This is an optimization exercise on Yosys and OpenROAD, whose aim is small area, a short achievable clock period and few clock cycles per item, not a production implementation.
RTL that was checked went through simulation tests only; none was proved equivalent to the original.
No functional check of the RTL was part of run 1.
Power figures rest on the tool's default switching activity, not on a simulated workload.

[flow/config.mk]
export PLATFORM = sky130hd
export DESIGN_NAME = exec_stage
export DESIGN_NICKNAME = exec_stage
export VERILOG_FILES = /design/flow/design.v
export SDC_FILE = /design/flow/constraint.sdc
export NUM_CORES = 4
export LEC_CHECK = 0
export CAP_MARGIN = 20
export CORE_MARGIN = 2
export CORE_UTILIZATION = 55
export PLACE_DENSITY = 0.65
export SETUP_SLACK_MARGIN = 4.5
export SLEW_MARGIN = 20
export SYNTH_HIERARCHICAL = 1
export SYNTH_MINIMUM_KEEP_SIZE = 0
[flow/constraint.sdc]
create_clock -name core_clock -period 8.0 [get_ports {clock}]
set_input_delay 1.6000 -clock core_clock [delete_from_list [all_inputs] [get_ports {clock}]]
set_output_delay 1.6000 -clock core_clock [all_outputs]
set_load 0.01 [all_outputs]
[flow/design.v]
`default_nettype none
module exec_prefix_add #(
    parameter int N = 32
) (
    input  logic [N-1:0] a,
    input  logic [N-1:0] b,
    input  logic         cin,
    output logic [N-1:0] sum,
    output logic         cout
);
    logic [N-1:0] g0, p0, g, p;
    assign p0 = a ^ b;
    always_comb begin
        g0    = a & b;
        g0[0] = (a[0] & b[0]) | (p0[0] & cin);
    end
    always_comb begin
        g = g0;
        p = p0;
        for (int step = 1; step < N; step = step * 2) begin
            for (int i = 0; i < N; i++) begin
                if ((i / step) % 2 == 1) begin
                    g[i] = g[i] | (p[i] & g[(i / step) * step - 1]);
                    p[i] = p[i] & p[(i / step) * step - 1];
                end
            end
        end
    end
    assign sum  = p0 ^ {g[N-2:0], cin};
    assign cout = g[N-1];
endmodule
module exec_prefix_pg #(
    parameter int N = 32
) (
    input  logic [N-1:0] g0,
    input  logic [N-1:0] p0,
    input  logic         cin,
    output logic [N-1:0] sum,
    output logic         cout
);
    logic [N-1:0] g, p;
    always_comb begin
        g    = g0;
        p    = p0;
        g[0] = g0[0] | (p0[0] & cin);
        for (int step = 1; step < N; step = step * 2) begin
            for (int i = 0; i < N; i++) begin
                if ((i / step) % 2 == 1) begin
                    g[i] = g[i] | (p[i] & g[(i / step) * step - 1]);
                    p[i] = p[i] & p[(i / step) * step - 1];
                end
            end
        end
    end
    assign sum  = p0 ^ {g[N-2:0], cin};
    assign cout = g[N-1];
endmodule
module exec_less_than #(
    parameter int N = 32
) (
    input  logic [N-1:0] a,
    input  logic [N-1:0] b,
    output logic         lt
);
    logic [N-1:0] g, p;
    always_comb begin
        g = a & ~b;
        p = a ^ ~b;
        g[0] = g[0] | p[0];    
        for (int step = 1; step < N; step = step * 2) begin
            for (int i = 2 * step - 1; i < N; i = i + 2 * step) begin
                g[i] = g[i] | (p[i] & g[i - step]);
                p[i] = p[i] & p[i - step];
            end
        end
    end
    assign lt = ~g[N-1];
endmodule
`default_nettype wire
`default_nettype none
module exec_mul_csa (
    input  logic [33:0] s_in,
    input  logic [33:0] c_in,
    input  logic [31:0] a,
    input  logic [3:0]  one,
    input  logic [3:0]  two,
    input  logic [3:0]  neg,
    input  logic [7:0]  corr_a,
    input  logic [7:0]  corr_b,
    input  logic        klast,
    output logic [41:0] sum_out,
    output logic [41:0] carry_out
);
    logic [3:0]  nneg;
    logic [32:0] row0, row1, row2, row3;
    logic [33:0] a2;
    assign a2 = {1'b0, a, 1'b0};
    always_comb begin
        nneg = ~neg;
        for (int k = 0; k < 33; k++) begin
            row0[k] = ((one[0] & a2[k+1]) | (two[0] & a2[k])) ^ neg[0];
            row1[k] = ((one[1] & a2[k+1]) | (two[1] & a2[k])) ^ neg[1];
            row2[k] = ((one[2] & a2[k+1]) | (two[2] & a2[k])) ^ neg[2];
            row3[k] = ((one[3] & a2[k+1]) | (two[3] & a2[k])) ^ neg[3];
        end
    end
    logic fs0, fc0, fs1, fc1, fs2, fc2, fs3, fc3, fs4, fc4, fs5, fc5, fs6, fc6, fs7, fc7, fs8, fc8, fs9, fc9, fs10, fc10, fs11, fc11, fs12, fc12, fs13, fc13, fs14, fc14, fs15, fc15, fs16, fc16, fs17, fc17, fs18, fc18, fs19, fc19, fs20, fc20, fs21, fc21, fs22, fc22, fs23, fc23, fs24, fc24, fs25, fc25, fs26, fc26, fs27, fc27, fs28, fc28, fs29, fc29, fs30, fc30, fs31, fc31, fs32, fc32, fs33, fc33, fs34, fc34, fs35, fc35, fs36, fc36, fs37, fc37, fs38, fc38, fs39, fc39, fs40, fc40, fs41, fc41, fs42, fc42, fs43, fc43, fs44, fc44, fs45, fc45, fs46, fc46, fs47, fc47, fs48, fc48, fs49, fc49, fs50, fc50, fs51, fc51, fs52, fc52, fs53, fc53, fs54, fc54, fs55, fc55, fs56, fc56, fs57, fc57, fs58, fc58, fs59, fc59, fs60, fc60, fs61, fc61, fs62, fc62, fs63, fc63, fs64, fc64, fs65, fc65, fs66, fc66, fs67, fc67, fs68, fc68, fs69, fc69, fs70, fc70, fs71, fc71, fs72, fc72, fs73, fc73, fs74, fc74, fs75, fc75, fs76, fc76, fs77, fc77, fs78, fc78, fs79, fc79, fs80, fc80, fs81, fc81, fs82, fc82, fs83, fc83, fs84, fc84, fs85, fc85, fs86, fc86, fs87, fc87, fs88, fc88, fs89, fc89, fs90, fc90, fs91, fc91, fs92, fc92, fs93, fc93, fs94, fc94, fs95, fc95, fs96, fc96, fs97, fc97, fs98, fc98, fs99, fc99, fs100, fc100, fs101, fc101, fs102, fc102, fs103, fc103, fs104, fc104, fs105, fc105, fs106, fc106, fs107, fc107, fs108, fc108, fs109, fc109, fs110, fc110, fs111, fc111, fs112, fc112, fs113, fc113, fs114, fc114, fs115, fc115, fs116, fc116, fs117, fc117, fs118, fc118, fs119, fc119, fs120, fc120, fs121, fc121, fs122, fc122, fs123, fc123, fs124, fc124, fs125, fc125, fs126, fc126, fs127, fc127, fs128, fc128, fs129, fc129, fs130, fc130, fs131, fc131, fs132, fc132, fs133, fc133, fs134, fc134, fs135, fc135, fs136, fc136, fs137, fc137, fs138, fc138, fs139, fc139, fs140, fc140, fs141, fc141, fs142, fc142, fs143, fc143, fs144, fc144, fs145, fc145, fs146, fc146, fs147, fc147, fs148, fc148, fs149, fc149, fs150, fc150, fs151, fc151, fs152, fc152, fs153, fc153, fs154, fc154, fs155, fc155, fs156, fc156, fs157, fc157, fs158, fc158, fs159, fc159, fs160, fc160, fs161, fc161;
    logic hs0, hc0, hs1, hc1, hs2, hc2, hs3, hc3, hs4, hc4, hs5, hc5, hs6, hc6, hs7, hc7, hs8, hc8, hs9, hc9, hs10, hc10, hs11, hc11, hs12, hc12, hs13, hc13, hs14, hc14, hs15, hc15, hs16, hc16, hs17, hc17;
    exec_fa u_fa0 (.a(s_in[0]), .b(c_in[0]), .c(nneg[0]), .s(fs0), .co(fc0));
    exec_fa u_fa1 (.a(s_in[1]), .b(c_in[1]), .c(neg[0]), .s(fs1), .co(fc1));
    exec_ha u_ha0 (.a(row0[1]), .b(fc0), .s(hs0), .c(hc0));
    exec_fa u_fa2 (.a(s_in[2]), .b(c_in[2]), .c(nneg[1]), .s(fs2), .co(fc2));
    exec_fa u_fa3 (.a(row0[2]), .b(row1[0]), .c(fc1), .s(fs3), .co(fc3));
    exec_ha u_ha1 (.a(fs2), .b(hc0), .s(hs1), .c(hc1));
    exec_fa u_fa4 (.a(s_in[3]), .b(c_in[3]), .c(neg[1]), .s(fs4), .co(fc4));
    exec_fa u_fa5 (.a(row0[3]), .b(row1[1]), .c(fc2), .s(fs5), .co(fc5));
    exec_fa u_fa6 (.a(fs4), .b(fc3), .c(fs5), .s(fs6), .co(fc6));
    exec_fa u_fa7 (.a(s_in[4]), .b(c_in[4]), .c(nneg[2]), .s(fs7), .co(fc7));
    exec_fa u_fa8 (.a(row0[4]), .b(row1[2]), .c(row2[0]), .s(fs8), .co(fc8));
    exec_fa u_fa9 (.a(fc4), .b(fs7), .c(fc5), .s(fs9), .co(fc9));
    exec_ha u_ha2 (.a(fs8), .b(fc6), .s(hs2), .c(hc2));
    exec_fa u_fa10 (.a(s_in[5]), .b(c_in[5]), .c(neg[2]), .s(fs10), .co(fc10));
    exec_fa u_fa11 (.a(row0[5]), .b(row1[3]), .c(row2[1]), .s(fs11), .co(fc11));
    exec_fa u_fa12 (.a(fc7), .b(fs10), .c(fc8), .s(fs12), .co(fc12));
    exec_fa u_fa13 (.a(fs11), .b(fc9), .c(fs12), .s(fs13), .co(fc13));
    exec_fa u_fa14 (.a(s_in[6]), .b(c_in[6]), .c(nneg[3]), .s(fs14), .co(fc14));
    exec_fa u_fa15 (.a(row0[6]), .b(row1[4]), .c(row2[2]), .s(fs15), .co(fc15));
    exec_fa u_fa16 (.a(row3[0]), .b(fc10), .c(fs14), .s(fs16), .co(fc16));
    exec_fa u_fa17 (.a(fc11), .b(fs15), .c(fs16), .s(fs17), .co(fc17));
    exec_ha u_ha3 (.a(fc12), .b(fs17), .s(hs3), .c(hc3));
    exec_fa u_fa18 (.a(s_in[7]), .b(c_in[7]), .c(neg[3]), .s(fs18), .co(fc18));
    exec_fa u_fa19 (.a(row0[7]), .b(row1[5]), .c(row2[3]), .s(fs19), .co(fc19));
    exec_fa u_fa20 (.a(row3[1]), .b(fc14), .c(fs18), .s(fs20), .co(fc20));
    exec_fa u_fa21 (.a(fc15), .b(fs19), .c(fc16), .s(fs21), .co(fc21));
    exec_fa u_fa22 (.a(fs20), .b(fs21), .c(fc17), .s(fs22), .co(fc22));
    exec_fa u_fa23 (.a(s_in[8]), .b(c_in[8]), .c(klast), .s(fs23), .co(fc23));
    exec_fa u_fa24 (.a(row0[8]), .b(row1[6]), .c(row2[4]), .s(fs24), .co(fc24));
    exec_fa u_fa25 (.a(row3[2]), .b(fc18), .c(fs23), .s(fs25), .co(fc25));
    exec_fa u_fa26 (.a(fc19), .b(fs24), .c(fc20), .s(fs26), .co(fc26));
    exec_fa u_fa27 (.a(fs25), .b(fc21), .c(fs26), .s(fs27), .co(fc27));
    exec_fa u_fa28 (.a(s_in[9]), .b(c_in[9]), .c(row0[9]), .s(fs28), .co(fc28));
    exec_fa u_fa29 (.a(row1[7]), .b(row2[5]), .c(row3[3]), .s(fs29), .co(fc29));
    exec_fa u_fa30 (.a(fc23), .b(fc24), .c(fs28), .s(fs30), .co(fc30));
    exec_fa u_fa31 (.a(fs29), .b(fc25), .c(fc26), .s(fs31), .co(fc31));
    exec_ha u_ha4 (.a(fs30), .b(fc27), .s(hs4), .c(hc4));
    exec_fa u_fa32 (.a(s_in[10]), .b(c_in[10]), .c(klast), .s(fs32), .co(fc32));
    exec_fa u_fa33 (.a(row0[10]), .b(row1[8]), .c(row2[6]), .s(fs33), .co(fc33));
    exec_fa u_fa34 (.a(row3[4]), .b(fs32), .c(fc28), .s(fs34), .co(fc34));
    exec_fa u_fa35 (.a(fc29), .b(fs33), .c(fc30), .s(fs35), .co(fc35));
    exec_fa u_fa36 (.a(fs34), .b(fc31), .c(fs35), .s(fs36), .co(fc36));
    exec_fa u_fa37 (.a(s_in[11]), .b(c_in[11]), .c(row0[11]), .s(fs37), .co(fc37));
    exec_fa u_fa38 (.a(row1[9]), .b(row2[7]), .c(row3[5]), .s(fs38), .co(fc38));
    exec_fa u_fa39 (.a(fc32), .b(fc33), .c(fs37), .s(fs39), .co(fc39));
    exec_fa u_fa40 (.a(fs38), .b(fc34), .c(fs39), .s(fs40), .co(fc40));
    exec_ha u_ha5 (.a(fc35), .b(fs40), .s(hs5), .c(hc5));
    exec_fa u_fa41 (.a(s_in[12]), .b(c_in[12]), .c(klast), .s(fs41), .co(fc41));
    exec_fa u_fa42 (.a(row0[12]), .b(row1[10]), .c(row2[8]), .s(fs42), .co(fc42));
    exec_fa u_fa43 (.a(row3[6]), .b(fs41), .c(fc37), .s(fs43), .co(fc43));
    exec_fa u_fa44 (.a(fc38), .b(fs42), .c(fc39), .s(fs44), .co(fc44));
    exec_fa u_fa45 (.a(fs43), .b(fc40), .c(fs44), .s(fs45), .co(fc45));
    exec_fa u_fa46 (.a(s_in[13]), .b(c_in[13]), .c(row0[13]), .s(fs46), .co(fc46));
    exec_fa u_fa47 (.a(row1[11]), .b(row2[9]), .c(row3[7]), .s(fs47), .co(fc47));
    exec_fa u_fa48 (.a(fc41), .b(fc42), .c(fs46), .s(fs48), .co(fc48));
    exec_fa u_fa49 (.a(fs47), .b(fc43), .c(fs48), .s(fs49), .co(fc49));
    exec_ha u_ha6 (.a(fc44), .b(fs49), .s(hs6), .c(hc6));
    exec_fa u_fa50 (.a(s_in[14]), .b(c_in[14]), .c(klast), .s(fs50), .co(fc50));
    exec_fa u_fa51 (.a(row0[14]), .b(row1[12]), .c(row2[10]), .s(fs51), .co(fc51));
    exec_fa u_fa52 (.a(row3[8]), .b(fs50), .c(fc46), .s(fs52), .co(fc52));
    exec_fa u_fa53 (.a(fc47), .b(fs51), .c(fc48), .s(fs53), .co(fc53));
    exec_fa u_fa54 (.a(fs52), .b(fc49), .c(fs53), .s(fs54), .co(fc54));
    exec_fa u_fa55 (.a(s_in[15]), .b(c_in[15]), .c(row0[15]), .s(fs55), .co(fc55));
    exec_fa u_fa56 (.a(row1[13]), .b(row2[11]), .c(row3[9]), .s(fs56), .co(fc56));
    exec_fa u_fa57 (.a(fc50), .b(fc51), .c(fs55), .s(fs57), .co(fc57));
    exec_fa u_fa58 (.a(fs56), .b(fc52), .c(fs57), .s(fs58), .co(fc58));
    exec_ha u_ha7 (.a(fc53), .b(fs58), .s(hs7), .c(hc7));
    exec_fa u_fa59 (.a(s_in[16]), .b(c_in[16]), .c(klast), .s(fs59), .co(fc59));
    exec_fa u_fa60 (.a(row0[16]), .b(row1[14]), .c(row2[12]), .s(fs60), .co(fc60));
    exec_fa u_fa61 (.a(row3[10]), .b(fs59), .c(fc55), .s(fs61), .co(fc61));
    exec_fa u_fa62 (.a(fc56), .b(fs60), .c(fc57), .s(fs62), .co(fc62));
    exec_fa u_fa63 (.a(fs61), .b(fc58), .c(fs62), .s(fs63), .co(fc63));
    exec_fa u_fa64 (.a(s_in[17]), .b(c_in[17]), .c(row0[17]), .s(fs64), .co(fc64));
    exec_fa u_fa65 (.a(row1[15]), .b(row2[13]), .c(row3[11]), .s(fs65), .co(fc65));
    exec_fa u_fa66 (.a(fc59), .b(fc60), .c(fs64), .s(fs66), .co(fc66));
    exec_fa u_fa67 (.a(fs65), .b(fc61), .c(fs66), .s(fs67), .co(fc67));
    exec_ha u_ha8 (.a(fc62), .b(fs67), .s(hs8), .c(hc8));
    exec_fa u_fa68 (.a(s_in[18]), .b(c_in[18]), .c(klast), .s(fs68), .co(fc68));
    exec_fa u_fa69 (.a(row0[18]), .b(row1[16]), .c(row2[14]), .s(fs69), .co(fc69));
    exec_fa u_fa70 (.a(row3[12]), .b(fs68), .c(fc64), .s(fs70), .co(fc70));
    exec_fa u_fa71 (.a(fc65), .b(fs69), .c(fc66), .s(fs71), .co(fc71));
    exec_fa u_fa72 (.a(fs70), .b(fc67), .c(fs71), .s(fs72), .co(fc72));
    exec_fa u_fa73 (.a(s_in[19]), .b(c_in[19]), .c(row0[19]), .s(fs73), .co(fc73));
    exec_fa u_fa74 (.a(row1[17]), .b(row2[15]), .c(row3[13]), .s(fs74), .co(fc74));
    exec_fa u_fa75 (.a(fc68), .b(fc69), .c(fs73), .s(fs75), .co(fc75));
    exec_fa u_fa76 (.a(fs74), .b(fc70), .c(fs75), .s(fs76), .co(fc76));
    exec_ha u_ha9 (.a(fc71), .b(fs76), .s(hs9), .c(hc9));
    exec_fa u_fa77 (.a(s_in[20]), .b(c_in[20]), .c(klast), .s(fs77), .co(fc77));
    exec_fa u_fa78 (.a(row0[20]), .b(row1[18]), .c(row2[16]), .s(fs78), .co(fc78));
    exec_fa u_fa79 (.a(row3[14]), .b(fs77), .c(fc73), .s(fs79), .co(fc79));
    exec_fa u_fa80 (.a(fc74), .b(fs78), .c(fc75), .s(fs80), .co(fc80));
    exec_fa u_fa81 (.a(fs79), .b(fc76), .c(fs80), .s(fs81), .co(fc81));
    exec_fa u_fa82 (.a(s_in[21]), .b(c_in[21]), .c(row0[21]), .s(fs82), .co(fc82));
    exec_fa u_fa83 (.a(row1[19]), .b(row2[17]), .c(row3[15]), .s(fs83), .co(fc83));
    exec_fa u_fa84 (.a(fc77), .b(fc78), .c(fs82), .s(fs84), .co(fc84));
    exec_fa u_fa85 (.a(fs83), .b(fc79), .c(fs84), .s(fs85), .co(fc85));
    exec_ha u_ha10 (.a(fc80), .b(fs85), .s(hs10), .c(hc10));
    exec_fa u_fa86 (.a(s_in[22]), .b(c_in[22]), .c(klast), .s(fs86), .co(fc86));
    exec_fa u_fa87 (.a(row0[22]), .b(row1[20]), .c(row2[18]), .s(fs87), .co(fc87));
    exec_fa u_fa88 (.a(row3[16]), .b(fs86), .c(fc82), .s(fs88), .co(fc88));
    exec_fa u_fa89 (.a(fc83), .b(fs87), .c(fc84), .s(fs89), .co(fc89));
    exec_fa u_fa90 (.a(fs88), .b(fc85), .c(fs89), .s(fs90), .co(fc90));
    exec_fa u_fa91 (.a(s_in[23]), .b(c_in[23]), .c(row0[23]), .s(fs91), .co(fc91));
    exec_fa u_fa92 (.a(row1[21]), .b(row2[19]), .c(row3[17]), .s(fs92), .co(fc92));
    exec_fa u_fa93 (.a(fc86), .b(fc87), .c(fs91), .s(fs93), .co(fc93));
    exec_fa u_fa94 (.a(fs92), .b(fc88), .c(fs93), .s(fs94), .co(fc94));
    exec_ha u_ha11 (.a(fc89), .b(fs94), .s(hs11), .c(hc11));
    exec_fa u_fa95 (.a(s_in[24]), .b(c_in[24]), .c(klast), .s(fs95), .co(fc95));
    exec_fa u_fa96 (.a(row0[24]), .b(row1[22]), .c(row2[20]), .s(fs96), .co(fc96));
    exec_fa u_fa97 (.a(row3[18]), .b(fs95), .c(fc91), .s(fs97), .co(fc97));
    exec_fa u_fa98 (.a(fc92), .b(fs96), .c(fc93), .s(fs98), .co(fc98));
    exec_fa u_fa99 (.a(fs97), .b(fc94), .c(fs98), .s(fs99), .co(fc99));
    exec_fa u_fa100 (.a(s_in[25]), .b(c_in[25]), .c(row0[25]), .s(fs100), .co(fc100));
    exec_fa u_fa101 (.a(row1[23]), .b(row2[21]), .c(row3[19]), .s(fs101), .co(fc101));
    exec_fa u_fa102 (.a(fc95), .b(fc96), .c(fs100), .s(fs102), .co(fc102));
    exec_fa u_fa103 (.a(fs101), .b(fc97), .c(fs102), .s(fs103), .co(fc103));
    exec_ha u_ha12 (.a(fc98), .b(fs103), .s(hs12), .c(hc12));
    exec_fa u_fa104 (.a(s_in[26]), .b(c_in[26]), .c(klast), .s(fs104), .co(fc104));
    exec_fa u_fa105 (.a(row0[26]), .b(row1[24]), .c(row2[22]), .s(fs105), .co(fc105));
    exec_fa u_fa106 (.a(row3[20]), .b(fs104), .c(fc100), .s(fs106), .co(fc106));
    exec_fa u_fa107 (.a(fc101), .b(fs105), .c(fc102), .s(fs107), .co(fc107));
    exec_fa u_fa108 (.a(fs106), .b(fc103), .c(fs107), .s(fs108), .co(fc108));
    exec_fa u_fa109 (.a(s_in[27]), .b(c_in[27]), .c(row0[27]), .s(fs109), .co(fc109));
    exec_fa u_fa110 (.a(row1[25]), .b(row2[23]), .c(row3[21]), .s(fs110), .co(fc110));
    exec_fa u_fa111 (.a(fc104), .b(fc105), .c(fs109), .s(fs111), .co(fc111));
    exec_fa u_fa112 (.a(fs110), .b(fc106), .c(fs111), .s(fs112), .co(fc112));
    exec_ha u_ha13 (.a(fc107), .b(fs112), .s(hs13), .c(hc13));
    exec_fa u_fa113 (.a(s_in[28]), .b(c_in[28]), .c(klast), .s(fs113), .co(fc113));
    exec_fa u_fa114 (.a(row0[28]), .b(row1[26]), .c(row2[24]), .s(fs114), .co(fc114));
    exec_fa u_fa115 (.a(row3[22]), .b(fs113), .c(fc109), .s(fs115), .co(fc115));
    exec_fa u_fa116 (.a(fc110), .b(fs114), .c(fc111), .s(fs116), .co(fc116));
    exec_fa u_fa117 (.a(fs115), .b(fc112), .c(fs116), .s(fs117), .co(fc117));
    exec_fa u_fa118 (.a(s_in[29]), .b(c_in[29]), .c(row0[29]), .s(fs118), .co(fc118));
    exec_fa u_fa119 (.a(row1[27]), .b(row2[25]), .c(row3[23]), .s(fs119), .co(fc119));
    exec_fa u_fa120 (.a(fc113), .b(fc114), .c(fs118), .s(fs120), .co(fc120));
    exec_fa u_fa121 (.a(fs119), .b(fc115), .c(fs120), .s(fs121), .co(fc121));
    exec_ha u_ha14 (.a(fc116), .b(fs121), .s(hs14), .c(hc14));
    exec_fa u_fa122 (.a(s_in[30]), .b(c_in[30]), .c(klast), .s(fs122), .co(fc122));
    exec_fa u_fa123 (.a(row0[30]), .b(row1[28]), .c(row2[26]), .s(fs123), .co(fc123));
    exec_fa u_fa124 (.a(row3[24]), .b(fs122), .c(fc118), .s(fs124), .co(fc124));
    exec_fa u_fa125 (.a(fc119), .b(fs123), .c(fc120), .s(fs125), .co(fc125));
    exec_fa u_fa126 (.a(fs124), .b(fc121), .c(fs125), .s(fs126), .co(fc126));
    exec_fa u_fa127 (.a(s_in[31]), .b(c_in[31]), .c(row0[31]), .s(fs127), .co(fc127));
    exec_fa u_fa128 (.a(row1[29]), .b(row2[27]), .c(row3[25]), .s(fs128), .co(fc128));
    exec_fa u_fa129 (.a(fc122), .b(fc123), .c(fs127), .s(fs129), .co(fc129));
    exec_fa u_fa130 (.a(fs128), .b(fc124), .c(fs129), .s(fs130), .co(fc130));
    exec_ha u_ha15 (.a(fc125), .b(fs130), .s(hs15), .c(hc15));
    exec_fa u_fa131 (.a(s_in[32]), .b(c_in[32]), .c(corr_a[0]), .s(fs131), .co(fc131));
    exec_fa u_fa132 (.a(corr_b[0]), .b(klast), .c(row0[32]), .s(fs132), .co(fc132));
    exec_fa u_fa133 (.a(row1[30]), .b(row2[28]), .c(row3[26]), .s(fs133), .co(fc133));
    exec_fa u_fa134 (.a(fs131), .b(fc127), .c(fc128), .s(fs134), .co(fc134));
    exec_fa u_fa135 (.a(fs132), .b(fs133), .c(fc129), .s(fs135), .co(fc135));
    exec_fa u_fa136 (.a(fs134), .b(fc130), .c(fs135), .s(fs136), .co(fc136));
    exec_fa u_fa137 (.a(s_in[33]), .b(c_in[33]), .c(nneg[0]), .s(fs137), .co(fc137));
    exec_fa u_fa138 (.a(corr_a[1]), .b(corr_b[1]), .c(row1[31]), .s(fs138), .co(fc138));
    exec_fa u_fa139 (.a(row2[29]), .b(row3[27]), .c(fs137), .s(fs139), .co(fc139));
    exec_fa u_fa140 (.a(fc131), .b(fc132), .c(fc133), .s(fs140), .co(fc140));
    exec_fa u_fa141 (.a(fs138), .b(fs139), .c(fc134), .s(fs141), .co(fc141));
    exec_fa u_fa142 (.a(fs140), .b(fc135), .c(fs141), .s(fs142), .co(fc142));
    exec_fa u_fa143 (.a(corr_a[2]), .b(corr_b[2]), .c(klast), .s(fs143), .co(fc143));
    exec_fa u_fa144 (.a(row1[32]), .b(row2[30]), .c(row3[28]), .s(fs144), .co(fc144));
    exec_fa u_fa145 (.a(fc137), .b(fs143), .c(fc138), .s(fs145), .co(fc145));
    exec_fa u_fa146 (.a(fs144), .b(fc139), .c(fc140), .s(fs146), .co(fc146));
    exec_fa u_fa147 (.a(fs145), .b(fc141), .c(fs146), .s(fs147), .co(fc147));
    exec_fa u_fa148 (.a(nneg[1]), .b(corr_a[3]), .c(corr_b[3]), .s(fs148), .co(fc148));
    exec_fa u_fa149 (.a(row2[31]), .b(row3[29]), .c(fc143), .s(fs149), .co(fc149));
    exec_fa u_fa150 (.a(fs148), .b(fc144), .c(fs149), .s(fs150), .co(fc150));
    exec_fa u_fa151 (.a(fc145), .b(fc146), .c(fs150), .s(fs151), .co(fc151));
    exec_fa u_fa152 (.a(corr_a[4]), .b(corr_b[4]), .c(klast), .s(fs152), .co(fc152));
    exec_fa u_fa153 (.a(row2[32]), .b(row3[30]), .c(fc148), .s(fs153), .co(fc153));
    exec_fa u_fa154 (.a(fs152), .b(fc149), .c(fs153), .s(fs154), .co(fc154));
    exec_ha u_ha16 (.a(fc150), .b(fs154), .s(hs16), .c(hc16));
    exec_fa u_fa155 (.a(nneg[2]), .b(corr_a[5]), .c(corr_b[5]), .s(fs155), .co(fc155));
    exec_fa u_fa156 (.a(row3[31]), .b(fc152), .c(fs155), .s(fs156), .co(fc156));
    exec_fa u_fa157 (.a(fc153), .b(fs156), .c(fc154), .s(fs157), .co(fc157));
    exec_fa u_fa158 (.a(corr_a[6]), .b(corr_b[6]), .c(klast), .s(fs158), .co(fc158));
    exec_fa u_fa159 (.a(row3[32]), .b(fc155), .c(fs158), .s(fs159), .co(fc159));
    exec_ha u_ha17 (.a(fc156), .b(fs159), .s(hs17), .c(hc17));
    exec_fa u_fa160 (.a(nneg[3]), .b(corr_a[7]), .c(corr_b[7]), .s(fs160), .co(fc160));
    exec_fa u_fa161 (.a(fc158), .b(fs160), .c(fc159), .s(fs161), .co(fc161));
    assign sum_out[0] = row0[0];
    assign carry_out[0] = fs0;
    assign sum_out[1] = fs1;
    assign carry_out[1] = hs0;
    assign sum_out[2] = fs3;
    assign carry_out[2] = hs1;
    assign sum_out[3] = hc1;
    assign carry_out[3] = fs6;
    assign sum_out[4] = fs9;
    assign carry_out[4] = hs2;
    assign sum_out[5] = hc2;
    assign carry_out[5] = fs13;
    assign sum_out[6] = fc13;
    assign carry_out[6] = hs3;
    assign sum_out[7] = hc3;
    assign carry_out[7] = fs22;
    assign sum_out[8] = fc22;
    assign carry_out[8] = fs27;
    assign sum_out[9] = fs31;
    assign carry_out[9] = hs4;
    assign sum_out[10] = hc4;
    assign carry_out[10] = fs36;
    assign sum_out[11] = hs5;
    assign carry_out[11] = fc36;
    assign sum_out[12] = hc5;
    assign carry_out[12] = fs45;
    assign sum_out[13] = hs6;
    assign carry_out[13] = fc45;
    assign sum_out[14] = hc6;
    assign carry_out[14] = fs54;
    assign sum_out[15] = hs7;
    assign carry_out[15] = fc54;
    assign sum_out[16] = hc7;
    assign carry_out[16] = fs63;
    assign sum_out[17] = hs8;
    assign carry_out[17] = fc63;
    assign sum_out[18] = hc8;
    assign carry_out[18] = fs72;
    assign sum_out[19] = hs9;
    assign carry_out[19] = fc72;
    assign sum_out[20] = hc9;
    assign carry_out[20] = fs81;
    assign sum_out[21] = hs10;
    assign carry_out[21] = fc81;
    assign sum_out[22] = hc10;
    assign carry_out[22] = fs90;
    assign sum_out[23] = hs11;
    assign carry_out[23] = fc90;
    assign sum_out[24] = hc11;
    assign carry_out[24] = fs99;
    assign sum_out[25] = hs12;
    assign carry_out[25] = fc99;
    assign sum_out[26] = hc12;
    assign carry_out[26] = fs108;
    assign sum_out[27] = hs13;
    assign carry_out[27] = fc108;
    assign sum_out[28] = hc13;
    assign carry_out[28] = fs117;
    assign sum_out[29] = hs14;
    assign carry_out[29] = fc117;
    assign sum_out[30] = hc14;
    assign carry_out[30] = fs126;
    assign sum_out[31] = hs15;
    assign carry_out[31] = fc126;
    assign sum_out[32] = hc15;
    assign carry_out[32] = fs136;
    assign sum_out[33] = fs142;
    assign carry_out[33] = fc136;
    assign sum_out[34] = fc142;
    assign carry_out[34] = fs147;
    assign sum_out[35] = fc147;
    assign carry_out[35] = fs151;
    assign sum_out[36] = hs16;
    assign carry_out[36] = fc151;
    assign sum_out[37] = hc16;
    assign carry_out[37] = fs157;
    assign sum_out[38] = hs17;
    assign carry_out[38] = fc157;
    assign sum_out[39] = hc17;
    assign carry_out[39] = fs161;
    assign sum_out[40] = fc160;
    assign carry_out[40] = fc161;
    assign sum_out[41] = 1'b0;
    assign carry_out[41] = 1'b0;
endmodule
module exec_fa (input logic a, input logic b, input logic c, output logic s, output logic co);
    assign s  = a ^ b ^ c;
    assign co = (a & b) | (a & c) | (b & c);
endmodule
module exec_ha (input logic a, input logic b, output logic s, output logic c);
    assign s = a ^ b;
    assign c = a & b;
endmodule
`default_nettype wire
`default_nettype none
module exec_stage (
    input  logic        clock,
    input  logic        reset,
    input  logic        issue_valid,
    input  logic [1:0]  issue_fu,
    input  logic [3:0]  issue_func,
    input  logic [1:0]  opa_select,
    input  logic [2:0]  opb_select,
    input  logic [31:0] inst,
    input  logic [31:0] pc,
    input  logic [31:0] rs1_value,
    input  logic [31:0] rs2_value,
    input  logic [4:0]  issue_tag,
    input  logic        complete_credit,
    output logic [2:0]  fu_free,
    output logic        complete_valid,
    output logic [1:0]  complete_fu,
    output logic [4:0]  complete_tag,
    output logic [31:0] complete_result,
    output logic        complete_take
);
    localparam logic [3:0] ALU_ADD = 4'd0, ALU_SUB = 4'd1, ALU_AND = 4'd2, ALU_OR = 4'd3,
                           ALU_XOR = 4'd4, ALU_SLT = 4'd5, ALU_SLTU = 4'd6, ALU_SLL = 4'd7,
                           ALU_SRL = 4'd8, ALU_SRA = 4'd9;
    localparam logic [3:0] MUL = 4'd10, MULH = 4'd11, MULHSU = 4'd12;
    localparam logic [6:0] OPCODE_JAL  = 7'b1101111;
    localparam logic [6:0] OPCODE_JALR = 7'b1100111;
    logic [31:0] opa, opb;
    logic [29:0] pc_inc;
    always_comb begin
        logic [29:0] c;
        c = pc[31:2];
        for (int step = 1; step < 30; step = step * 2) begin
            for (int i = 0; i < 30; i++) begin
                if ((i / step) % 2 == 1) c[i] = c[i] & c[(i / step) * step - 1];
            end
        end
        pc_inc = pc[31:2] ^ {c[28:0], 1'b1};
    end
    always_comb begin
        case (opa_select)
            2'd0:    opa = rs1_value;
            2'd1:    opa = {pc_inc, pc[1:0]};
            2'd2:    opa = pc;
            default: opa = '0;
        endcase
    end
    always_comb begin
        case (opb_select)
            3'd0:    opb = rs2_value;
            3'd1:    opb = {{20{inst[31]}}, inst[31:20]};
            3'd2:    opb = {{20{inst[31]}}, inst[31:25], inst[11:7]};
            3'd3:    opb = {{19{inst[31]}}, inst[31], inst[7], inst[30:25], inst[11:8], 1'b0};
            3'd4:    opb = {inst[31:12], 12'b0};
            3'd5:    opb = {{11{inst[31]}}, inst[31], inst[19:12], inst[20], inst[30:21], 1'b0};
            default: opb = '0;
        endcase
    end
    logic in_eq_lo, in_eq_hi, in_lt_lo, in_lt_hi, in_jal, in_jalr;
    exec_less_than #(.N(16)) u_lt_lo (.a(rs1_value[15:0]), .b(rs2_value[15:0]), .lt(in_lt_lo));
    exec_less_than #(.N(16)) u_lt_hi (.a(rs1_value[31:16]), .b(rs2_value[31:16]), .lt(in_lt_hi));
    assign in_eq_lo = (rs1_value[15:0] == rs2_value[15:0]);
    assign in_eq_hi = (rs1_value[31:16] == rs2_value[31:16]);
    assign in_jal   = (inst[6:0] == OPCODE_JAL);
    assign in_jalr  = (inst[6:0] == OPCODE_JALR);
    localparam int S_SUM = 0, S_AND = 1, S_OR = 2, S_XOR = 3, S_SLT = 4, S_SLTU = 5,
                   S_SL = 6, S_SR = 7;
    logic        in_sub;
    logic [7:0]  in_sel;
    assign in_sub = !issue_fu[1] &&
                    (issue_func == ALU_SUB || issue_func == ALU_SLT || issue_func == ALU_SLTU);
    always_comb begin
        in_sel = '0;
        if (issue_fu[1]) begin
            in_sel[S_SUM] = 1'b1;
        end else begin
            case (issue_func)
                ALU_ADD, ALU_SUB: in_sel[S_SUM]  = 1'b1;
                ALU_AND:          in_sel[S_AND]  = 1'b1;
                ALU_OR:           in_sel[S_OR]   = 1'b1;
                ALU_XOR:          in_sel[S_XOR]  = 1'b1;
                ALU_SLT:          in_sel[S_SLT]  = 1'b1;
                ALU_SLTU:         in_sel[S_SLTU] = 1'b1;
                ALU_SLL:          in_sel[S_SL]   = 1'b1;
                default:          in_sel[S_SR]   = 1'b1;
            endcase
        end
    end
    logic        x_v, x_br, x_jump, x_clr0, x_sub, x_shl, x_sra;
    logic        x_eq_lo, x_eq_hi, x_lt_lo, x_lt_hi, x_s1, x_s2;
    logic [2:0]  x_f3;
    logic [4:0]  x_rot;
    logic [7:0]  x_sel;
    logic [4:0]  x_tag;
    logic [31:0] x_a, x_p, x_g;
    logic [4:0]  x_sh;
    logic [31:0] in_bx;
    assign in_bx = opb ^ {32{in_sub}};
    always_ff @(posedge clock) begin
        if (reset) x_v <= 1'b0;
        else       x_v <= issue_valid && (issue_fu != 2'd1);
    end
    always_ff @(posedge clock) begin
        x_br   <= issue_fu[1];
        x_sel  <= in_sel;
        x_sub  <= in_sub;
        x_shl  <= (issue_func == ALU_SLL);
        x_rot  <= (issue_func == ALU_SLL) ? 5'd0 - opb[4:0] : opb[4:0];
        x_sra  <= (issue_func == ALU_SRA);
        x_tag  <= issue_tag;
        x_a    <= opa;
        x_p    <= opa ^ in_bx;
        x_g    <= opa & in_bx;
        x_sh   <= opb[4:0];
        x_jump  <= in_jal | in_jalr;
        x_f3    <= inst[14:12];
        x_eq_lo <= in_eq_lo;
        x_eq_hi <= in_eq_hi;
        x_lt_lo <= in_lt_lo;
        x_lt_hi <= in_lt_hi;
        x_s1    <= rs1_value[31];
        x_s2    <= rs2_value[31];
        x_clr0 <= issue_fu[1] & in_jalr;
    end
    logic x_beq, x_bltu, x_blt, x_cond, x_take;
    assign x_beq  = x_eq_hi & x_eq_lo;
    assign x_bltu = x_lt_hi | (x_eq_hi & x_lt_lo);
    assign x_blt  = (x_s1 ^ x_s2) ? x_s1 : x_bltu;
    always_comb begin
        case (x_f3)
            3'b000:  x_cond = x_beq;
            3'b001:  x_cond = ~x_beq;
            3'b100:  x_cond = x_blt;
            3'b101:  x_cond = ~x_blt;
            3'b110:  x_cond = x_bltu;
            3'b111:  x_cond = ~x_bltu;
            default: x_cond = 1'b0;
        endcase
    end
    assign x_take = x_jump | x_cond;
    logic [31:0] x_sum;
    logic        x_cout, x_ltu, x_lt;
    logic [31:0] sh_rot, sh_mask, sh_mask_l, sh_out;
    logic [31:0] x_res;
    exec_prefix_pg #(.N(32)) u_add (
        .g0(x_g), .p0(x_p), .cin(x_sub), .sum(x_sum), .cout(x_cout)
    );
    assign x_ltu = ~x_cout;
    assign x_lt  = ~x_p[31] ? x_a[31] : x_ltu;
    always_comb begin
        sh_rot = x_a;
        for (int k = 0; k < 5; k++) begin
            if (x_rot[k]) sh_rot = 32'({sh_rot, sh_rot} >> (1 << k));
        end
    end
    always_comb begin
        for (int i = 0; i < 32; i++) sh_mask_l[i] = ({27'b0, x_sh} <= i);
        for (int i = 0; i < 32; i++) sh_mask[i] = x_shl ? sh_mask_l[i] : sh_mask_l[31-i];
    end
    assign sh_out = (sh_rot & sh_mask) | ({32{x_sra & x_a[31]}} & ~sh_mask);
    assign x_res = ({32{x_sel[S_SUM]}} & {x_sum[31:1], x_sum[0] & ~x_clr0})
                 | ({32{x_sel[S_AND]}} & x_g)
                 | ({32{x_sel[S_OR]}}  & (x_g | x_p))
                 | ({32{x_sel[S_XOR]}} & x_p)
                 | {31'b0, (x_sel[S_SLT] & x_lt) | (x_sel[S_SLTU] & x_ltu)}
                 | ({32{x_sel[S_SL] | x_sel[S_SR]}} & sh_out);
    logic        pa_v, pb_v, r_v;
    logic        m_busy;
    logic [1:0]  m_cnt;
    logic [1:0]  credits;
    logic        has_credit;
    logic        m_last, m_first;
    logic        grant_x, grant_pa, grant_pb, grant_mul, granted;
    function automatic logic [3:0] arbitrate(input logic credit, input logic mul_first,
                                             input logic pa, input logic pb, input logic x,
                                             input logic mul);
        arbitrate = 4'b0000;
        if (credit) begin
            if (mul_first)  arbitrate = 4'b0001;    
            else if (pa)    arbitrate = 4'b0100;
            else if (pb)    arbitrate = 4'b0010;
            else if (x)     arbitrate = 4'b1000;
            else if (mul)   arbitrate = 4'b0001;
        end
    endfunction
    logic x_v_n, pa_v_n, pb_v_n, r_v_n, m_busy_n, m_first_n, has_credit_n;
    logic m_free, m_step;
    logic park_a, park_b;
    logic [1:0] credits_next;
    assign x_v_n        = issue_valid && (issue_fu != 2'd1);
    assign pa_v_n       = park_a || (pa_v && !grant_pa);
    assign pb_v_n       = park_b || (pb_v && !grant_pb);
    assign r_v_n        = m_last || (r_v && !grant_mul);
    assign m_busy_n     = m_free ? (issue_valid && (issue_fu == 2'd1)) : m_busy;
    assign m_first_n    = m_free || (m_first && !m_step);
    assign has_credit_n = (credits_next != 2'd0);
    always_ff @(posedge clock) begin
        if (reset) begin
            {grant_x, grant_pa, grant_pb, grant_mul} <= 4'b0000;
        end else begin
            {grant_x, grant_pa, grant_pb, grant_mul} <=
                arbitrate(has_credit_n, r_v_n && m_busy_n && m_first_n, pa_v_n, pb_v_n, x_v_n,
                          r_v_n);
        end
    end
    assign granted = grant_x | grant_pa | grant_pb | grant_mul;
    assign fu_free = {(grant_x & x_br) | grant_pb, m_last, (grant_x & ~x_br) | grant_pa};
    logic [31:0] pa_res, pb_res;
    logic [4:0]  pa_tag, pb_tag;
    logic        pb_take;
    assign park_a = x_v && !x_br && !grant_x;
    assign park_b = x_v &&  x_br && !grant_x;
    always_ff @(posedge clock) begin
        if (reset) begin
            pa_v <= 1'b0;
            pb_v <= 1'b0;
        end else begin
            if (park_a)        pa_v <= 1'b1;
            else if (grant_pa) pa_v <= 1'b0;
            if (park_b)        pb_v <= 1'b1;
            else if (grant_pb) pb_v <= 1'b0;
        end
    end
    always_ff @(posedge clock) begin
        if (park_a) begin
            pa_res <= x_res;
            pa_tag <= x_tag;
        end
        if (park_b) begin
            pb_res  <= x_res;
            pb_tag  <= x_tag;
            pb_take <= x_take;
        end
    end
    logic [31:0] m_a, m_b;
    logic        m_a32, m_uext;
    logic [3:0]  m_one, m_two, m_neg;
    logic [33:0] m_s, m_c;
    logic        m_ci;
    logic [7:0]  m_ls, m_lc;
    logic        m_hi;
    logic [4:0]  m_tag;
    logic        r_hi;
    logic [4:0]  r_tag;
    logic [31:0] mh_res;
    logic        in_asgn, in_bsgn, in_a32, in_uext;
    assign in_asgn = (issue_func == MUL) || (issue_func == MULH) || (issue_func == MULHSU);
    assign in_bsgn = (issue_func == MUL) || (issue_func == MULH);
    assign in_a32  = in_asgn & opa[31];
    assign in_uext = ~in_bsgn & opb[31];
    assign m_free = !m_busy || m_last;
    assign m_step = m_busy && (!m_first || !r_v || grant_mul);
    logic [7:0]  m_abyte_next, m_corr_a, m_corr_b;
    logic [33:0] m_s_in, m_c_in;
    logic [41:0] m_sum, m_carry;
    logic [7:0]  m_low;
    logic        m_cout;
    always_comb begin
        case (m_cnt)
            2'd0:    m_abyte_next = m_a[15:8];
            2'd1:    m_abyte_next = m_a[23:16];
            default: m_abyte_next = m_a[31:24];
        endcase
    end
    assign m_s_in   = m_first ? 34'h0AAAAAAAB : m_s;
    assign m_c_in   = m_first ? {1'b0, m_a32, 32'b0} : m_c;
    exec_mul_csa u_csa (
        .s_in(m_s_in), .c_in(m_c_in), .a(m_a), .one(m_one), .two(m_two), .neg(m_neg),
        .corr_a(m_corr_a), .corr_b(m_corr_b), .klast(m_last),
        .sum_out(m_sum), .carry_out(m_carry)
    );
    assign {m_cout, m_low} = {1'b0, m_ls} + {1'b0, m_lc} + {8'b0, m_ci};
    function automatic logic [11:0] booth(input logic [8:0] b9);
        logic [3:0] one, two, neg;
        for (int i = 0; i < 4; i++) begin
            one[i] = b9[2*i+1] ^ b9[2*i];
            two[i] = (b9[2*i+2] & ~b9[2*i+1] & ~b9[2*i]) | (~b9[2*i+2] & b9[2*i+1] & b9[2*i]);
            neg[i] = b9[2*i+2];
        end
        booth = {one, two, neg};
    endfunction
    logic [11:0] in_booth, m_next_booth;
    assign in_booth     = booth({opb[7:0], 1'b0});
    assign m_next_booth = booth(m_b[15:7]);
    always_ff @(posedge clock) begin
        if (reset) begin
            m_busy <= 1'b0;
            m_last <= 1'b0;
            r_v    <= 1'b0;
        end else begin
            if (m_free) begin
                m_busy <= issue_valid && (issue_fu == 2'd1);
                m_last <= 1'b0;
            end else if (m_step) begin
                m_last <= (m_cnt == 2'd2);
            end
            if (m_last)         r_v <= 1'b1;
            else if (grant_mul) r_v <= 1'b0;
        end
    end
    always_ff @(posedge clock) begin
        if (m_free) begin
            m_cnt   <= 2'd0;
            m_first <= 1'b1;
            m_a     <= opa;
            m_b     <= opb;
            m_a32   <= in_a32;
            m_uext  <= in_uext;
            {m_one, m_two, m_neg} <= in_booth;
            m_corr_a <= {8{in_uext}} & opa[7:0];
            m_corr_b <= {8{in_a32}} & ~opb[7:0];
            m_hi    <= (issue_func != MUL);
            m_tag   <= issue_tag;
        end else if (m_step) begin
            m_cnt   <= m_cnt + 2'd1;
            m_first <= 1'b0;
            m_b     <= {m_low, m_b[31:8]};
            {m_one, m_two, m_neg} <= m_next_booth;
            m_corr_a <= {8{m_uext}} & m_abyte_next;
            m_corr_b <= {8{m_a32}} & ~m_b[15:8];
        end
    end
    always_ff @(posedge clock) begin
        if (m_step) begin
            m_ls <= m_sum[7:0];
            m_lc <= m_carry[7:0];
            m_ci <= !m_first && m_cout;
            m_c  <= m_carry[41:8];
            if (m_last && !m_hi) m_s <= {10'b0, m_low, m_b[31:16]};
            else                 m_s <= m_sum[41:8];
        end
        if (m_last) begin
            r_hi  <= m_hi;
            r_tag <= m_tag;
        end
    end
    logic [39:0] mh_sum;
    exec_prefix_add #(.N(40)) u_mh_add (
        .a({m_s[31:0], m_ls}), .b({m_c[31:0], m_lc}), .cin(m_ci), .sum(mh_sum), .cout()
    );
    assign mh_res = r_hi ? mh_sum[39:8] : {mh_sum[7:0], m_s[23:0]};
    assign credits_next = credits + {1'b0, complete_credit} - {1'b0, granted};
    always_ff @(posedge clock) begin
        if (reset) begin
            credits        <= 2'd2;
            has_credit     <= 1'b1;
            complete_valid <= 1'b0;
        end else begin
            credits        <= credits_next;
            has_credit     <= (credits_next != 2'd0);
            complete_valid <= granted;
        end
    end
    logic [31:0] out_x, out_o;
    logic        out_selx;
    always_ff @(posedge clock) begin
        complete_fu   <= grant_x ? {x_br, 1'b0} : grant_pa ? 2'd0 : grant_pb ? 2'd2 : 2'd1;
        complete_tag  <= grant_x ? x_tag : grant_pa ? pa_tag : grant_pb ? pb_tag : r_tag;
        complete_take <= grant_x ? (x_br & x_take) : grant_pb & pb_take;
        out_selx      <= grant_x;
        out_x         <= x_res;
        out_o         <= grant_pa ? pa_res : grant_pb ? pb_res : mh_res;
    end
    assign complete_result = out_selx ? out_x : out_o;
endmodule
`default_nettype wire
[flow/run.sh]
#!/bin/bash
# synth_recipe.tcl (not shown) runs the flow's synth.tcl, then flattens the netlist and writes it again
# the make line also repeats each setting of config.mk as NAME=value (left out here)
make -C /OpenROAD-flow-scripts/flow DESIGN_CONFIG=/design/flow/config.mk WORK_HOME=/design/flow/orfs CLKGATE_MAP_FILE= SYNTH_SCRIPT=/design/flow/synth_recipe.tcl finish
==> impl_results.md, run 1 <==
* H-tree depth at 2
* Fin worst setup slack at around 4400 ps
* Number of vias per cell after detailed routing at between 6 and 7
* Number of filler instances in the final layout at 4718
* Floorplan row count at 89
* Initial Utilization at 0.558
* Number of antenna violations at the first check in global routing at 7
* Number of global-route vias before repair at 24800
* Grt ovf at 0
* Final GP Congestion at 0.946
* Insertion delay of the later-clocked pin in the worst-skew pair at roughly 640 ps
* Cell Area, Synth at about 33000 um2
* Full die area at between 60000 and 70000 um2
* Register area at 12200 um2
* Post-CTS Hold Buffers at 0
* Logic gate share of total power at 0.454
* First-pass iteration count of the detailed router at 6
* Clock buffer depth at 3
* Share of the clock period used by the worst path after layout at 0.456
* Final hold violation count at 0
* Largest net degree at the start of global routing at 86
* Data required time at the worst endpoint at roughly 8400 ps
* Drt total wl at between 100000 and 150000 um
* Overall Power at 11400 uW
* Footprint of the multi-input gates at about 19000 um2
* Vias at 25400
* Type of origin of the critical path: flip-flop
* Global-route wire length before repair at 162000 um
* Layout cell share with drive strength beyond 1 at 0.171
* Net switching component of the power at 4350 uW
* Cell Int Power at 7070 uW
* Number of cells on the worst reg-to-reg path at 14
* Buffer cell driving the clock tree root: clkbuf_16
* Metal2 WL at 51500 um
* Final total negative setup slack at 0 ps
* Die Y-Extent at ~250 um
* Min Clock Period, post-route at 3640 ps
* Detailed placement HPWL at 82700 um
* Leakage power of the design at 0.0143 uW
* Transition time at the pin with the least slew margin at 1130 ps
* Largest voltage drop on the vdd net at 0.000191 V
* Share of total power consumed by net switching at 0.381
* Die Wd at 249 um
* Max Freq at 0.274 GHz
* Core Area at around 59000 um2
* TritonCTS clock tree: yes
* Total CTS buffers at 52
* Highest routed metal layer: met5
* Hold path depth at 0
* Worst setup timing slack at the placement stage at 3330 ps
* Number of nets with antenna violations after routing at 0
* Number of top-level pins at roughly 190
* Setup Skew at 51.1 ps
* Run status: finished clean
* Per-cell routed wire length at about 28 um
* Number of violations reported at the end of detailed-routing iteration 0 at between 3000 and 4000
* Max Slew Vio Count at 0
* Met3 Wirelength at around 9100 um
* All-Layer GR Usage at 0.352
* Sink count of the clock tree at 480
* Post-route DRC at 0
* Routed metal-1 wire length at 44600 um
* Crit path capture type: flip-flop
* Worst max-slew margin expressed relative to the limit at 0.245
* Post-Syn Area per Cell at 10.7 um2
* Min-Delay Path Class: reg -> reg
* Final #Nets at 3611
* Clock slew at the register clock pins of the worst setup and hold paths at approximately 60 ps
* RSZ-0062 raised after global routing: yes
* Max-cap viol count at 0
* Setup-failing EPs final at 0
* Count of input and output buffers at approximately 190
* Number of standard cells after synthesis at 3077
* Start-to-end type of the worst setup path: reg -> reg
* Synthesis Warnings at 11
* Clock power share at 0.227
* Share of total power in sequential cells at 0.320
* Synth-to-layout area growth at 13.9%
* Power per Cell Area at 304 nW/um2
* Highest net fanout along the worst path at 3
* Crit path DAT at 4030 ps
[state kept, by name, summed over array words and instances, names as in the netlist, 32 cells and up]
name and flops:
out_x 32, x_p 32, pb_res 32, x_g 32, pa_res 32, m_c 34, m_a 32, x_a 32
out_o 32, m_s 34
[per-stage QoR]
stage	instances	hold slack, ps	utilization	area, um2
after floorplan	3078	329	-	33000
after detailed placement	3792	409	0.581	34400
after CTS	3923	421	0.624	36900
after global routing	3966	438	0.636	37600
final	3968	421	0.636	37600
after global placement	3792	403	0.581	34400
[routing by layer]
layer	global-route usage	up-vias
li1	-	11200
met3	0.0553	262
met2	0.562	1344
met1	0.468	12600
met5	0	-
met4	0.180	4
[layout by cell type, fill, tap and decap left out, types with 13 or more instances in the layout]
cell / count
mux2i_1: 66
a22oi_1: 55
clkbuf_16: 57
nand4_1: 23
a222oi_1: 35
buf_4: 86
dfxtp_1: 212
nand2b_1: 18
dlygate4sd2_1: 35
buf_12: 16
nor2_1: 189
o21ai_0: 126
xnor2_1: 229
o21ai_2: 13
a21oi_1: 158
a21boi_0: 21
o211ai_1: 23
nand3_1: 34
ha_1: 139
o21ai_1: 38
inv_1: 89
xor2_1: 58
nor3_1: 21
a21o_1: 25
o22ai_1: 54
a22oi_2: 117
nand2_1: 189
fa_1: 168
nor2b_1: 66
clkdlybuf4s50_1: 147
and2_1: 18
mux2_2: 70
or2_2: 26
edfxtp_1: 258
[worst max-delay path: stages (launching register included)]
cell and delay, ps:
dfxtp_2 330, ha_2 150, or2_4 240, ha_4 160, o211ai_1 260, a211oi_2 150
o21ai_2 270, a21oi_2 110, o221a_2 290, a21o_4 210, a21oi_2 120, xnor2_1 80
a222oi_1 610, o211ai_1 210, buf_4 210
[final timing paths]
| kind | start | endpoint | slack, ps |
|---|---|---|---|
| min reg2reg | m_tag[3] | r_tag[3] | 420 |
| min | m_tag[3] | r_tag[3] | 420 |
| max reg2reg | x_p[0] | pa_res[30] | 4360 |
| max | x_p[0] | pa_res[30] | 4360 |
[timing repair]
| item | 4_1_cts | 5_1_grt |
|---|---|---|
| pin swaps | 40 | 50 |
| gates cloned | 1 | 2 |
| endpoints found under the setup margin | 187 | 109 |
| hold endpoints to repair | 0 | 0 |
| resized for setup | 118 | 76 |
| buffers inserted | 32 | 40 |
[power by group through the flow]
stage          combinational (uW)  clock [uW]  sequential (uW)
2_1_floorplan                4210           0             3480
3_3_place_gp                 4750           0             3720
3_5_place_dp                 4860           0             3730
4_1_cts                      4970        2610             3670
5_1_grt                      5640        2710             3680
6_report                     5180        2590             3650
[final cells by class]
type,instances,share of cell area
tap,773,0.0257
multi-input combinational,2213,0.508
timing repair buffer,306,0.0818
antenna,3,0.000200
sequential,480,0.325
clock inverter,36,0.0113
inverter,95,0.00955
clock buffer,62,0.0381
==> run 2, diff against run 1 <==
--- a/flow/design.v
+++ b/flow/design.v
@@ -476,8 +476,9 @@
     logic [7:0]  x_sel;
     logic [4:0]  x_tag;
-    logic [31:0] x_a, x_p, x_g;
+    logic        x_a31;
+    logic [31:0] x_p, x_g;
     logic [4:0]  x_sh;
     logic [31:0] in_bx;
-    assign in_bx = opb ^ {32{in_sub}};
+    assign in_bx = (in_sel[S_SL] || in_sel[S_SR]) ? 32'b0 : opb ^ {32{in_sub}};
     always_ff @(posedge clock) begin
         if (reset) x_v <= 1'b0;
@@ -492,5 +493,5 @@
         x_sra  <= (issue_func == ALU_SRA);
         x_tag  <= issue_tag;
-        x_a    <= opa;
+        x_a31  <= opa[31];
         x_p    <= opa ^ in_bx;
         x_g    <= opa & in_bx;
@@ -530,7 +531,7 @@
     );
     assign x_ltu = ~x_cout;
-    assign x_lt  = ~x_p[31] ? x_a[31] : x_ltu;
+    assign x_lt  = ~x_p[31] ? x_a31 : x_ltu;
     always_comb begin
-        sh_rot = x_a;
+        sh_rot = x_p;
         for (int k = 0; k < 5; k++) begin
             if (x_rot[k]) sh_rot = 32'({sh_rot, sh_rot} >> (1 << k));
@@ -541,5 +542,5 @@
         for (int i = 0; i < 32; i++) sh_mask[i] = x_shl ? sh_mask_l[i] : sh_mask_l[31-i];
     end
-    assign sh_out = (sh_rot & sh_mask) | ({32{x_sra & x_a[31]}} & ~sh_mask);
+    assign sh_out = (sh_rot & sh_mask) | ({32{x_sra & x_a31}} & ~sh_mask);
     assign x_res = ({32{x_sel[S_SUM]}} & {x_sum[31:1], x_sum[0] & ~x_clr0})
                  | ({32{x_sel[S_AND]}} & x_g)
--- a/flow/config.mk
+++ b/flow/config.mk
@@ -12,4 +12,2 @@
 export SETUP_SLACK_MARGIN = 4.5
 export SLEW_MARGIN = 20
-export SYNTH_HIERARCHICAL = 1
-export SYNTH_MINIMUM_KEEP_SIZE = 0
==> run 2 against run 1 <==
Net effect: still clean; worst hold slack worse by 1.7 ps; global-route usage is 0.77 points higher; clock-buffer cell count stayed put; synthesized cell count is 0.36% lower; worst setup slack worse by 74 ps; power is 6.0% lower; clock power is 7% lower; combinational power is 5.2% lower; critical path type is now reg -> out; largest cell class unchanged.
==> impl_results.md, run 2 <==
* Final #Nets at 3637 (+0.72%)
* Clock buffer depth at 3 (unchanged)
* Commonest cells after routing, fill and taps aside: edfxtp_1, inv_1, nand2_1
* Full die area at 58000 um2 (-6.4%)
* Min Clock Period, post-route at 3720 ps (+73.9 ps)
* Fin worst setup slack at 4280 ps (-73.9 ps)
* Worst max-slew margin expressed relative to the limit at 0.0982 (-0.147)
* Setup-failing EPs final at 0 (unchanged)
* Count of flip-flops with a built-in enable after synthesis at 256
* Initial Utilization at 0.558 (about the same)
* Portion of the post-synthesis area used by sequential elements at 0.373
* Leakage power of the design at 0.0144 uW (+0.36%)
* Total CTS buffers at 49 (-5.8%)
* Start-to-end type of the worst setup path: reg -> out
* Number of storage elements in the synthesis netlist at 447
* Setup Skew at 15.5 ps (-35.6 ps)
* RSZ-0062 raised after global routing: yes
* Final core occ at 0.648 (+0.0120)
* Count of input and output buffers at 191 (unchanged)
* Proportion of synthesized flip-flops having asynchronous set or reset at 0
* Final hold violation count at 0 (unchanged)
* Commonest non-fill, non-tap cell in the layout: edfxtp_1
* Synth unique cells at 81
* Per-cell routed wire length at 26.7 um (-5.1%)
* Transition time at the pin with the least slew margin at 1340 ps (+206 ps)
* Most frequent cells after synthesis: edfxtp_1, inv_1, nand2_1, a21oi_1, o21ai_0
* Family with the most delay on the worst path: buffers and inverters
* Min-Delay Path Class: reg -> reg
* Number of standard cells after synthesis at 3066 (-0.36%)
* Detailed placement HPWL at 79700 um (-3.6%)
* Drt total wl at 106000 um (-5.0%)
* Footprint of the multi-input gates at 17900 um2 (-6.2%)
* Clock slew at the register clock pins of the worst setup and hold paths at 60 ps (about the same)
* Synthesis Warnings at 5 (-6)
* Final total negative setup slack at 0 ps (unchanged)
* Power per Cell Area at 300 nW/um2 (-1.3%)
* Worst Hold Launch: m_tag[4]
* CP max stage cell: clkdlybuf4s50_1
* Max incr delay on CP at 490 ps (-120 ps)
* Number of vias per cell after detailed routing at 6.27 (-2.0%)
* Crit path DAT at 2120 ps (-1910 ps)
* First-pass iteration count of the detailed router at 10 (+4)
* Die Wd at 241 um (-3.3%)
* Slack of the worst reg-to-reg path at 4310 ps (-50 ps)
* Hold Path End: r_tag[4]
* Final hold slack at 419 ps (-1.71 ps)
* Registers with the most flip-flops: m_c: 33 flops, m_s: 33 flops
* Number of global-route vias before repair at 24200 (-2.5%)
* Number of cells on the worst reg-to-reg path at 15 (+1)
* All-Layer GR Usage at 0.360 (+0.00767)
* Number of top-level pins at 192 (unchanged)
* Number of filler instances in the final layout at 4497 (-4.7%)
* Number of nets with antenna violations after routing at 0 (unchanged)
* Floorplan row count at 86 (-3.4%)
* Highest net fanout along the worst path at 16 (+13)
* Cell Area, Synth at 30900 um2 (-6.5%)
* Global-route wire length before repair at 153000 um (-6.0%)
* Synth-to-layout area growth at 16.1%
* Die Y-Extent at 241 um (-3.3%)
* Most common cell in the netlist: edfxtp_1
* Max Freq at 0.269 GHz (-2.0%)
* Most frequently used flop master after synthesis: edfxtp_1
* Post-route DRC at 0 (unchanged)
* Insertion delay of the later-clocked pin in the worst-skew pair at 610 ps (-30 ps)
* Start of the worst register-to-register path: m_ls[0]
* Post-Syn Area per Cell at 10.1 um2 (-6.2%)
* Post-CTS Hold Buffers at 0 (unchanged)
* Layout cell share with drive strength beyond 1 at 0.135 (-0.0364)
* H-tree depth at 2 (unchanged)
* Vias at 24900 (-1.9%)
* Number of antenna violations at the first check in global routing at 2 (-5)
* Max Slew Vio Count at 0 (unchanged)
* Cell type contributing the most total cell area after synthesis: edfxtp_1
* TritonCTS clock tree: yes
* Buffer cell driving the clock tree root: clkbuf_16
* Worst setup timing slack at the placement stage at 3230 ps (-95.2 ps)
* Bufs and invs on worst path at 2 (+1)
* Sink count of the clock tree at 447 (-6.9%)
* Share of the clock period used by the worst path after layout at 0.465 (+0.00924)
* Core Area at 55300 um2 (-6.5%)
* Largest net degree at the start of global routing at 87 (+1.2%)
* Data required time at the worst endpoint at 6400 ps (-1980 ps)
* Hold path depth at 0 (unchanged)
* Crit path capture type: output port
* Grt ovf at 0 (unchanged)
* Share of Yosys cell area claimed by the top area cell type at 0.249
* Max-cap viol count at 0 (unchanged)
* Largest voltage drop on the vdd net at 0.000179 V (-5.9%)
* Final GP Congestion at 1.04 (+9.6%)
* Reg-to-Reg End: out_o[25]
* Register area at 11500 um2 (-5.7%)
* Ranking of synthesized cells by area: edfxtp_1, dfxtp_1, fa_1
* Critical path cell sequence: buf_12 > mux2_2 > clkdlybuf4s50_1
* Type of origin of the critical path: flip-flop
* Run status: finished clean
* Number of violations reported at the end of detailed-routing iteration 0 at 3433 (+10%)
run 2: area by class of cell:
class | count | share of cell area
multi-input combinational | 2152 | 0.500
sequential | 447 | 0.322
antenna | 2 | 0.000140
timing repair buffer | 281 | 0.0765
tap | 748 | 0.0261
clock inverter | 29 | 0.0119
clock buffer | 62 | 0.0365
inverter | 251 | 0.0270
run 2: how the worst max path moves through the flow:
stage | from | endpoint | slack (ps) | depth (start not counted)
detailed placement | pc[2] | x_p[27] | 3230 | 12
finish | out_selx | complete_result[14] | 4280 | 3
CTS | m_lc[0] | out_o[25] | 4230 | 15
global placement | pc[2] | m_corr_b[6] | 3280 | 11
floorplan | pc[2] | m_corr_b[6] | 4350 | 11
global route | m_ls[0] | out_o[25] | 4210 | 15
run 2: cell families after synthesis:
family | Yosys count | share of synthesized area
AO/OA/AOI/OAI | 775 | 0.161
XOR/XNOR | 243 | 0.0690
adder cells (fa/ha/maj) | 307 | 0.165
buffers and inverters | 468 | 0.0584
flip-flops | 447 | 0.373
multiplexers | 183 | 0.0758
AND/OR/NAND/NOR | 643 | 0.0982
run 2: timing repair:
| action | CTS | global route |
|---|---|---|
| pin swaps | 25 | 24 |
| endpoints found under the setup margin | 271 | 134 |
| setup buffers | 24 | 21 |
| resized for setup | 131 | 63 |
| gates cloned | 2 | 2 |
run 2: report_power, final:
part           internal [uW]  leakage (uW)  total, uW  switching [uW]
Clock                   1430      0.000835       2420             989
Sequential              3050       0.00413       3410             355
Combinational           2120       0.00940       4910            2790
run 2: per-layer routing:
metal  wire (um)  GRT usage  share of wire  vias up
met5          15          0        0.00014        -
met4        6240      0.184          0.059        2
met3       10700     0.0835           0.10      280
met2       48900      0.573           0.46     1458
met1       40200      0.462           0.38    12200
li1            -          -              -    11000
run 2: per-stage QoR:
stage | cell area [um2] | std cells | total power (uW)
finish | 35800 | 3972 | 10700
global route | 35800 | 3970 | 11300
CTS | 35400 | 3947 | 10600
detailed placement | 33200 | 3830 | 8090
global placement | 33200 | 3827 | 7970
floorplan | 30900 | 3066 | 6190
Testbench counts of run 2, summed over its fixed seeds: cycles 39,051, items 32,000.
==> run 3, diff against run 2 <==
--- a/flow/config.mk
+++ b/flow/config.mk
@@ -10,4 +10,4 @@
 export CORE_UTILIZATION = 55
 export PLACE_DENSITY = 0.65
-export SETUP_SLACK_MARGIN = 4.5
+export SETUP_SLACK_MARGIN = 4.2
 export SLEW_MARGIN = 20
==> run 3 against run 2 <==
Net effect: final cell count shrank 1.0%; non-clock buffer count shrank 39; clock power is 6% lower; via count fell by 0.54%; die area unchanged; worst setup slack worse by 43 ps; first-iteration DRC count down 16%; flip-flop and latch count is the same.
==> impl_results.md, run 3 <==
* Per-cell routed wire length at 26.7 um (about the same)
* Transition time at the pin with the least slew margin at 1190 ps (-150 ps)
* Drt total wl at 105000 um (-1.1%)
* Final core occ at 0.635 (-0.0124)
* RSZ-0062 raised after global routing: yes
* Commonest non-fill, non-tap cell in the layout: edfxtp_1
* Max-cap viol count at 0 (unchanged)
* Number of standard cells after synthesis at 3066 (unchanged)
* First-pass iteration count of the detailed router at 7 (-3)
* Global-route wire length before repair at 151000 um (-0.86%)
* Number of storage elements in the synthesis netlist at 447 (unchanged)
* Crit path capture type: output port
* Worst Hold Launch: m_tag[1]
* H-tree depth at 2 (unchanged)
* Number of antenna violations at the first check in global routing at 2 (unchanged)
* Clock slew at the register clock pins of the worst setup and hold paths at 60 ps (about the same)
* Sink count of the clock tree at 447 (unchanged)
* Most frequently used flop master after synthesis: edfxtp_1
* Synthesis Warnings at 5 (unchanged)
* Number of violations reported at the end of detailed-routing iteration 0 at 2879 (-16%)
* Count of input and output buffers at 191 (unchanged)
* Commonest cells after routing, fill and taps aside: edfxtp_1, inv_1, nand2_1
* Core Area at 55300 um2 (unchanged)
* Run status: finished clean
* Min Clock Period, post-route at 3760 ps (+42.9 ps)
* Buffer cell driving the clock tree root: clkbuf_16
* Data required time at the worst endpoint at 6400 ps (about the same)
* Slack of the worst reg-to-reg path at 4270 ps (-40 ps)
* Number of global-route vias before repair at 23800 (-1.5%)
* Insertion delay of the later-clocked pin in the worst-skew pair at 630 ps (+20 ps)
* Share of the clock period used by the worst path after layout at 0.470 (+0.00536)
* Overall Power at 10400 uW (-3.0%)
* Post-layout instance area at 35100 um2 (-1.9%)
* Portion of the post-synthesis area used by sequential elements at 0.373 (unchanged)
* Post-route DRC at 0 (unchanged)
* Total CTS buffers at 47 (-4.1%)
* Highest net fanout along the worst path at 13 (-3)
* Number of nets with antenna violations after routing at 0 (unchanged)
* Setup-failing EPs final at 0 (unchanged)
* Vias at 24800 (-0.54%)
* Detailed placement HPWL at 80200 um (+0.62%)
* Setup Skew at 56.4 ps (+40.9 ps)
* Max Freq at 0.266 GHz (-1.1%)
* Largest net degree at the start of global routing at 90 (+3.4%)
* Synth unique cells at 81 (unchanged)
* Most common cell in the netlist: edfxtp_1
* Full die area at 58000 um2 (unchanged)
* Crit path DAT at 2160 ps (+40 ps)
* Grt ovf at 0 (unchanged)
run 3: worst max path at each step:
| stage | startpoint | endpoint | slack [ps] |
|---|---|---|---|
| after CTS | out_selx | complete_result[12] | 4180 |
| after floorplan | pc[2] | m_corr_b[2] | 4300 |
| after global placement | pc[2] | m_corr_b[5] | 3260 |
| after global routing | m_s[13] | out_o[24] | 4110 |
| final | out_selx | complete_result[12] | 4240 |
| after detailed placement | pc[2] | m_corr_b[6] | 3200 |
run 3: timing repair:
action,in CTS,in global routing
resized for setup,37,30
setup endpoints to repair,85,71
endpoints found under the hold margin,0,0
pin swaps,8,8
setup buffers,7,2
gates cloned,2,1
run 3: logic make-up after synthesis:
logic type,count (synthesis),synth area share
AND/OR/NAND/NOR,643,0.0982
adder cells (fa/ha/maj),307,0.165
AO/OA/AOI/OAI,775,0.161
flip-flops,447,0.373
multiplexers,183,0.0758
buffers and inverters,468,0.0584
XOR/XNOR,243,0.0690
run 3: area by class of cell:
| class | count | area, um2 |
|---|---|---|
| clock inverters | 29 | 305 |
| repair buffers | 242 | 2360 |
| diodes | 2 | 5.00 |
| fillers | 4598 | 20200 |
| clock buffers | 59 | 1330 |
| flip-flops and latches | 447 | 11500 |
| inverters | 251 | 955 |
| well taps | 748 | 936 |
| multi-input cells | 2152 | 17700 |
| repair inverters | 1 | 5.00 |
run 3: through the flow:
step	cells	setup slack, ps
floorplan	3066	4300
global placement	3826	3260
detailed placement	3826	3200
CTS	3923	4180
global route	3929	4110
finish	3931	4240
run 3: critical path, cell delays in order (launching register included):
cell             delay, ps
dfxtp_4                460
buf_12                 180
mux2_2                 380
clkdlybuf4s50_1        510
run 3: routing by layer:
metal | vias up | part of all wire | GRT usage
li1 | 10900 | - | -
met1 | 12100 | 0.39 | 0.468
met2 | 1415 | 0.46 | 0.565
met3 | 313 | 0.092 | 0.0694
met4 | 2 | 0.062 | 0.189
met5 | - | 0.00012 | 0
run 3: report_power, final:
part	switching (uW)	leakage, uW	internal [uW]
combinational	2660	0.00912	2040
clock	976	0.000792	1300
sequential	401	0.00413	3050

-- afterwards: timing with drivers on the ports --
The results above use ideal ports. As a check the final layouts listed here were re-extracted and re-timed, cells and wires unchanged. Step 1: set_driving_cell puts a clkbuf_16 on clock and a buf_2 on each other input, an assumption about the parent block. Step 2 moves the port delays by t, midway between the first and last clock arrival at a register: inputs arrive t later, outputs are due t later. That takes back most of the time a late clock gives input paths. Three values: no drivers, after step 1, after step 2; two values: the first two.
run | t (ns) | setup WS [ns] | latest minus earliest clock arrival (ns) | worst data-port slew with drivers (ns) | pins driven straight from the clock port
run 1 | 0.676 | 4.356 / 4.356 / 3.851 | 0.051 / 0.051 | 0.08 | 1
run 2 | 0.664 | 4.282 / 4.220 / 3.854 | 0.016 / 0.016 | 0.07 | 1
run 3 | 0.661 | 4.239 / 4.178 / 3.644 | 0.057 / 0.057 | 0.07 | 1
After both steps setup and hold are still met in every run listed. For run 3, which loses most, drivers alone change the setup slack by -0.061 ns; drivers and shift together by -0.595 ns.
